Background: an optimization exercise with open tools, aiming at small area, a short achievable clock period and few clock cycles per item. Do not read the settings as production practice.
RTL that was checked went through simulation tests only; none was proved equivalent to the original.
Power is estimated from default activity; no workload was simulated.

== v6 ==
==> module sigma_clipped_mean_unit, before the edit <==
module sigma_clipped_mean_unit (
    input  logic        i_clk,
    input  logic        i_rst_n,
    input  logic        s_axis_tvalid,
    output logic        s_axis_tready,
    input  logic [15:0] s_axis_tdata,    
    output logic        m_axis_tvalid,
    input  logic        m_axis_tready,
    output logic [31:0] m_axis_tdata     
);
    localparam int TAIL = RING_LEN - 1;
    logic [RING_LEN-1:0][15:0] r_x;
    logic [RING_LEN-1:0]       r_v;       
    logic [RING_LEN-1:0]       r_p;       
    logic                      r_ev1;     
    logic                      r_ev2;     
    logic                      r_ev3;     
    logic                      r_keep;    
    logic [15:0]               r_xt;      
    logic                      r_ready;   
    logic                      r_full;    
    logic [3:0]                r_fill;
    logic                      r_lpar;    
    logic signed [SUM_BITS-1:0] r_s;
    logic [QSUM_BITS-1:0]      r_qs, r_qc;
    logic                      r_epar;    
    logic [4:0]                r_ecnt;    
    logic                      r_s2;      
    logic                      r_sp;      
    logic signed [SUM_BITS-1:0] r_sthr;
    logic [DEV_BITS-1:0]       r_d;
    logic [DSQ_BITS-1:0]       r_e2s, r_e2c;
    logic [DSQ_BITS-1:0]       r_ts, r_tc;   
    logic signed [SUM_BITS-1:0] r_ks;
    logic [4:0]                r_k;
    logic [4:0]                r_kcnt;
    logic                      r_busy, r_ovalid;
    logic [3:0]                r_dcnt;
    logic [3:0]                r_rem;
    logic [23:0]               r_quo;
    logic [4:0]                r_kd;
    logic [5:0]                r_kd3;     
    wire tail_rec = r_v[TAIL] & ~r_ev2;
    wire accept   = s_axis_tvalid & r_ready;
    assign s_axis_tready = r_ready;
    wire div_idle = ~r_busy & ~r_ovalid;
    wire edone    = r_ecnt[4];
    wire launch   = r_full & edone & div_idle;
    wire full_nxt = (r_full & ~launch) | (accept & (r_fill == 4'd15));
    wire cons     = r_v[TAP] & (r_p[TAP] == r_epar) & ~edone;   
    wire ready_nxt = ~(r_v[TAP] & ~cons) & ~full_nxt;
    always_ff @(posedge i_clk) begin
        r_x <= {r_x[RING_LEN-2:1], tail_rec ? r_x[TAIL] : r_x[0],
                accept ? s_axis_tdata : 16'd0};
        r_p <= {r_p[RING_LEN-2:1], tail_rec ? r_p[TAIL] : r_p[0], r_lpar};
        if (!i_rst_n) begin
            r_v     <= '0;
            r_ready <= 1'b1;
        end else begin
            r_v     <= {r_v[RING_LEN-2:1], tail_rec | r_v[0], accept};
            r_ready <= ready_nxt;
        end
    end
    wire signed [SUM_BITS-1:0] s_next = r_s + SUM_BITS'($signed(r_x[0]));
    logic [QSUM_BITS-1:0] qs_next, qc_next;
    scm_sq1 u_sq1 (
        .i_x  (r_x[0]),
        .i_qs (r_qs),
        .i_qc (r_qc),
        .o_s  (qs_next),
        .o_c  (qc_next)
    );
    always_ff @(posedge i_clk) begin
        r_s  <= (launch || !i_rst_n) ? SUM_BITS'(0) : s_next;
        r_qs <= (r_s2 || !i_rst_n) ? QSUM_BITS'(0) : qs_next;
        r_qc <= (r_s2 || !i_rst_n) ? QSUM_BITS'(0) : qc_next;
        if (!i_rst_n) begin
            r_full <= 1'b0;
            r_fill <= '0;
            r_lpar <= 1'b0;
        end else begin
            r_full <= full_nxt;
            if (accept) begin
                r_fill <= r_fill + 1'b1;
            end
            if (launch) begin
                r_lpar <= ~r_lpar;
            end
        end
    end
    wire signed [DEV_BITS-1:0] d_tap = {r_x[TAP][15], r_x[TAP], 4'b0000} - DEV_BITS'(r_sthr);
    logic [DSQ_BITS-1:0] e2s_next, e2c_next;
    scm_sq2 u_sq2 (
        .i_d (r_d),
        .o_s (e2s_next),
        .o_c (e2c_next)
    );
    logic [DSQ_BITS-1:0] t_u, t_v;
    logic                keep;      
    scm_keep u_keep (
        .i_ts   (r_ts),
        .i_tc   (r_tc),
        .i_e2s  (r_e2s),
        .i_e2c  (r_e2c),
        .o_u    (t_u),
        .o_v    (t_v),
        .o_keep (keep)
    );
    always_ff @(posedge i_clk) begin
        r_d   <= launch ? DEV_BITS'(s_next) : d_tap;
        r_e2s <= e2s_next;
        r_e2c <= e2c_next;
        if (launch) begin
            r_sthr <= s_next;
            r_epar <= r_lpar;
        end
        if (r_s2) begin
            r_ts <= {r_qs, 4'b0000};
            r_tc <= {r_qc, 4'b0000};
        end else if (r_sp) begin
            r_ts <= t_u;
            r_tc <= t_v;
        end
        if (!i_rst_n) begin
            r_ecnt <= 5'd16;
            r_ev1  <= 1'b0;
            r_ev2  <= 1'b0;
            r_s2   <= 1'b0;
            r_sp   <= 1'b0;
        end else begin
            r_ev1 <= cons;
            r_ev2 <= r_ev1;
            r_s2  <= launch;
            r_sp  <= r_s2;
            if (launch) begin
                r_ecnt <= '0;
            end else if (cons) begin
                r_ecnt <= r_ecnt + 1'b1;
            end
        end
    end
    wire xfer = r_kcnt[4] & div_idle;
    wire signed [SUM_BITS-1:0] ks_add = r_ks + SUM_BITS'($signed(r_xt));
    always_ff @(posedge i_clk) begin
        r_xt   <= r_x[TAIL];
        r_keep <= keep;
        if (!i_rst_n) begin
            r_ev3  <= 1'b0;
            r_ks   <= '0;
            r_k    <= '0;
            r_kcnt <= '0;
        end else begin
            r_ev3 <= r_ev2;
            if (xfer) begin
                r_ks   <= '0;
                r_k    <= '0;
                r_kcnt <= '0;
            end else if (r_ev3) begin
                r_kcnt <= r_kcnt + 1'b1;
                if (r_keep) begin
                    r_ks <= ks_add;
                    r_k  <= r_k + 1'b1;
                end
            end
        end
    end
    logic [3:0] rem_next;
    logic [1:0] quo_bits;
    wire        ks_neg   = r_ks[SUM_BITS-1];
    wire  [3:0] rem_init = r_ks[SUM_BITS-1:16] + (ks_neg ? r_k[3:0] : 4'd0);
    wire  [7:0] num_low  = ks_neg ? 8'(r_k - 1'b1) : 8'h00;
    scm_div2 u_div (
        .i_rem (r_rem),
        .i_num (r_quo[23:22]),
        .i_div (r_kd),
        .i_div3(r_kd3),
        .o_rem (rem_next),
        .o_quo (quo_bits)
    );
    always_ff @(posedge i_clk) begin
        if (xfer) begin
            r_rem <= rem_init;
            r_quo <= {r_ks[15:0], num_low};
            r_kd  <= r_k;
            r_kd3 <= {1'b0, r_k} + {r_k, 1'b0};
        end else if (r_busy) begin
            r_rem <= rem_next;
            r_quo <= {r_quo[21:0], quo_bits};
        end
        if (!i_rst_n) begin
            r_busy   <= 1'b0;
            r_ovalid <= 1'b0;
            r_dcnt   <= '0;
        end else begin
            if (xfer) begin
                r_busy <= 1'b1;
                r_dcnt <= '0;
            end else if (r_busy) begin
                r_dcnt <= r_dcnt + 1'b1;
                if (r_dcnt == 4'd11) begin
                    r_busy   <= 1'b0;
                    r_ovalid <= 1'b1;
                end
            end
            if (r_ovalid && m_axis_tready) begin
                r_ovalid <= 1'b0;
            end
        end
    end
    assign m_axis_tvalid = r_ovalid;
    assign m_axis_tdata  = {3'b000, r_kd, r_quo};
endmodule
==> flow/config.mk <==
export PLATFORM = sky130hd
export DESIGN_NAME = sigma_clipped_mean_unit
export DESIGN_NICKNAME = sigma_clipped_mean_unit
export VERILOG_FILES = /design/flow/design.v
export SDC_FILE = /design/flow/constraint.sdc
export NUM_CORES = 4
export LEC_CHECK = 0
export ABC_CLOCK_PERIOD_IN_PS = 3000
export CAP_MARGIN = 20
export CORE_MARGIN = 2
export CORE_UTILIZATION = 40
export SLEW_MARGIN = 20
==> flow/constraint.sdc <==
create_clock -name core_clock -period 10.0 [get_ports {i_clk}]
set_input_delay 2.0000 -clock core_clock [delete_from_list [all_inputs] [get_ports {i_clk}]]
set_output_delay 2.0000 -clock core_clock [all_outputs]
set_load 0.01 [all_outputs]
standard.sh (not shown) runs the stock make flow with config.mk's settings and CLKGATE_MAP_FILE= SYNTH_SCRIPT=/design/flow/synth_recipe.tcl, a recipe that flattens the netlist after the stock synthesis.
==> flow/flow/run.sh <==
#!/bin/bash
set -euo pipefail
MARGIN=6.5
EXTRA="SETUP_SLACK_MARGIN=${MARGIN} BUFFER_PORTS_ARGS=-buffer_cell\\\\ sky130_fd_sc_hd__buf_2"
sed "s|\"\${@:-finish}\"|${EXTRA} \"\${@:-finish}\"|" standard.sh > standard_tuned.sh
grep -q "SETUP_SLACK_MARGIN=${MARGIN}" standard_tuned.sh
bash standard_tuned.sh finish > flow_make.log 2>&1
Testbench counts of v6, summed over its fixed seeds: cycles 3,528, items 192.
> inputs changed (v6 -> v7)
diff --git a/flow/design.v b/flow/design.v
--- a/flow/design.v
+++ b/flow/design.v
@@ -1196,10 +1196,12 @@
     logic                      r_ev2;     
     logic                      r_ev3;     
     logic                      r_keep;    
     logic [15:0]               r_xt;      
     logic                      r_ready;   
+    logic                      r_ready_o; 
+    logic [15:0]               r_xin;     
     logic                      r_full;    
     logic [3:0]                r_fill;
     logic                      r_lpar;    
     logic signed [SUM_BITS-1:0] r_s;
     logic [QSUM_BITS-1:0]      r_qs, r_qc;
@@ -1220,33 +1222,34 @@
     logic [23:0]               r_quo;
     logic [4:0]                r_kd;
     logic [5:0]                r_kd3;     
     wire tail_rec = r_v[TAIL] & ~r_ev2;
     wire accept   = s_axis_tvalid & r_ready;
-    assign s_axis_tready = r_ready;
+    assign s_axis_tready = r_ready_o;
+    wire ready_nxt = ~(r_v[TAIL-1] & ~r_ev1) & ~full_nxt;
     wire div_idle = ~r_busy & ~r_ovalid;
     wire edone    = r_ecnt[4];
     wire launch   = r_full & edone & div_idle;
     wire full_nxt = (r_full & ~launch) | (accept & (r_fill == 4'd15));
-    wire cons     = r_v[TAP] & (r_p[TAP] == r_epar) & ~edone;   
-    wire ready_nxt = ~(r_v[TAP] & ~cons) & ~full_nxt;
     always_ff @(posedge i_clk) begin
-        r_x <= {r_x[RING_LEN-2:1], tail_rec ? r_x[TAIL] : r_x[0],
-                accept ? s_axis_tdata : 16'd0};
-        r_p <= {r_p[RING_LEN-2:1], tail_rec ? r_p[TAIL] : r_p[0], r_lpar};
+        r_x   <= {r_x[RING_LEN-2:0], tail_rec ? r_x[TAIL] : s_axis_tdata};
+        r_p   <= {r_p[RING_LEN-2:0], tail_rec ? r_p[TAIL] : r_lpar};
+        r_xin <= accept ? s_axis_tdata : 16'd0;
         if (!i_rst_n) begin
-            r_v     <= '0;
-            r_ready <= 1'b1;
+            r_v       <= '0;
+            r_ready   <= 1'b1;
+            r_ready_o <= 1'b1;
         end else begin
-            r_v     <= {r_v[RING_LEN-2:1], tail_rec | r_v[0], accept};
-            r_ready <= ready_nxt;
+            r_v       <= {r_v[RING_LEN-2:0], tail_rec | accept};
+            r_ready   <= ready_nxt;
+            r_ready_o <= ready_nxt;
         end
     end
-    wire signed [SUM_BITS-1:0] s_next = r_s + SUM_BITS'($signed(r_x[0]));
+    wire signed [SUM_BITS-1:0] s_next = r_s + SUM_BITS'($signed(r_xin));
     logic [QSUM_BITS-1:0] qs_next, qc_next;
     scm_sq1 u_sq1 (
-        .i_x  (r_x[0]),
+        .i_x  (r_xin),
         .i_qs (r_qs),
         .i_qc (r_qc),
         .o_s  (qs_next),
         .o_c  (qc_next)
     );
@@ -1266,10 +1269,11 @@
             if (launch) begin
                 r_lpar <= ~r_lpar;
             end
         end
     end
+    wire cons = r_v[TAP] & (r_p[TAP] == r_epar) & ~edone;
     wire signed [DEV_BITS-1:0] d_tap = {r_x[TAP][15], r_x[TAP], 4'b0000} - DEV_BITS'(r_sthr);
     logic [DSQ_BITS-1:0] e2s_next, e2c_next;
     scm_sq2 u_sq2 (
         .i_d (r_d),
         .o_s (e2s_next),
@@ -1342,32 +1346,40 @@
                     r_k  <= r_k + 1'b1;
                 end
             end
         end
     end
-    logic [3:0] rem_next;
-    logic [1:0] quo_bits;
+    logic [3:0] rem_mid, rem_next;
+    logic [1:0] quo_hi, quo_lo;
     wire        ks_neg   = r_ks[SUM_BITS-1];
     wire  [3:0] rem_init = r_ks[SUM_BITS-1:16] + (ks_neg ? r_k[3:0] : 4'd0);
     wire  [7:0] num_low  = ks_neg ? 8'(r_k - 1'b1) : 8'h00;
-    scm_div2 u_div (
+    scm_div2 u_div_hi (
         .i_rem (r_rem),
         .i_num (r_quo[23:22]),
         .i_div (r_kd),
         .i_div3(r_kd3),
+        .o_rem (rem_mid),
+        .o_quo (quo_hi)
+    );
+    scm_div2 u_div_lo (
+        .i_rem (rem_mid),
+        .i_num (r_quo[21:20]),
+        .i_div (r_kd),
+        .i_div3(r_kd3),
         .o_rem (rem_next),
-        .o_quo (quo_bits)
+        .o_quo (quo_lo)
     );
     always_ff @(posedge i_clk) begin
         if (xfer) begin
             r_rem <= rem_init;
             r_quo <= {r_ks[15:0], num_low};
             r_kd  <= r_k;
             r_kd3 <= {1'b0, r_k} + {r_k, 1'b0};
         end else if (r_busy) begin
             r_rem <= rem_next;
-            r_quo <= {r_quo[21:0], quo_bits};
+            r_quo <= {r_quo[19:0], quo_hi, quo_lo};
         end
         if (!i_rst_n) begin
             r_busy   <= 1'b0;
             r_ovalid <= 1'b0;
             r_dcnt   <= '0;
@@ -1375,11 +1387,11 @@
             if (xfer) begin
                 r_busy <= 1'b1;
                 r_dcnt <= '0;
             end else if (r_busy) begin
                 r_dcnt <= r_dcnt + 1'b1;
-                if (r_dcnt == 4'd11) begin
+                if (r_dcnt == 4'd5) begin
                     r_busy   <= 1'b0;
                     r_ovalid <= 1'b1;
                 end
             end
             if (r_ovalid && m_axis_tready) begin
Notes after the runs:
- Lower filler-free cell count of the finished design among v6 and v7: v6
- Summary of v7 over v6: total number of tap cells rose 11, combinational power share about even, die area rose 2500 um2, post-layout instance area rose about 3.4%.
No functional check of the RTL was part of v7.

[re-timing with driven ports]
The results above use ideal ports. As a check the final layouts listed here were re-extracted and re-timed, cells and wires unchanged.
Step 1 sets driving cells, clkbuf_16 on the clock port and buf_2 on the other inputs (assumed; they add their load-dependent delay and slew).
Step 2 adds t to the input delays and takes it off the output delays; t is the mean of the earliest and latest rising clock arrival at the registers after step 1. Input paths then give back, and output paths get back, about the clock's delay inside the block.
Three values: ideal, step 1, step 2; two values: the first two.
run	shift t [ns]	slack for setup (ns)	worst setup path after step 2	latest minus earliest clock arrival (ns)	worst data-port slew with drivers (ns)
v6	0.684	6.564 / 6.501 / 6.410	input to register	0.062 / 0.062	0.04
v7	0.698	6.238 / 6.238 / 6.238	register to register	0.066 / 0.065	0.05
After both steps setup and hold are still met in every run listed. For v6, which loses most, drivers alone change the setup slack by -0.063 ns; drivers and shift together by -0.154 ns.
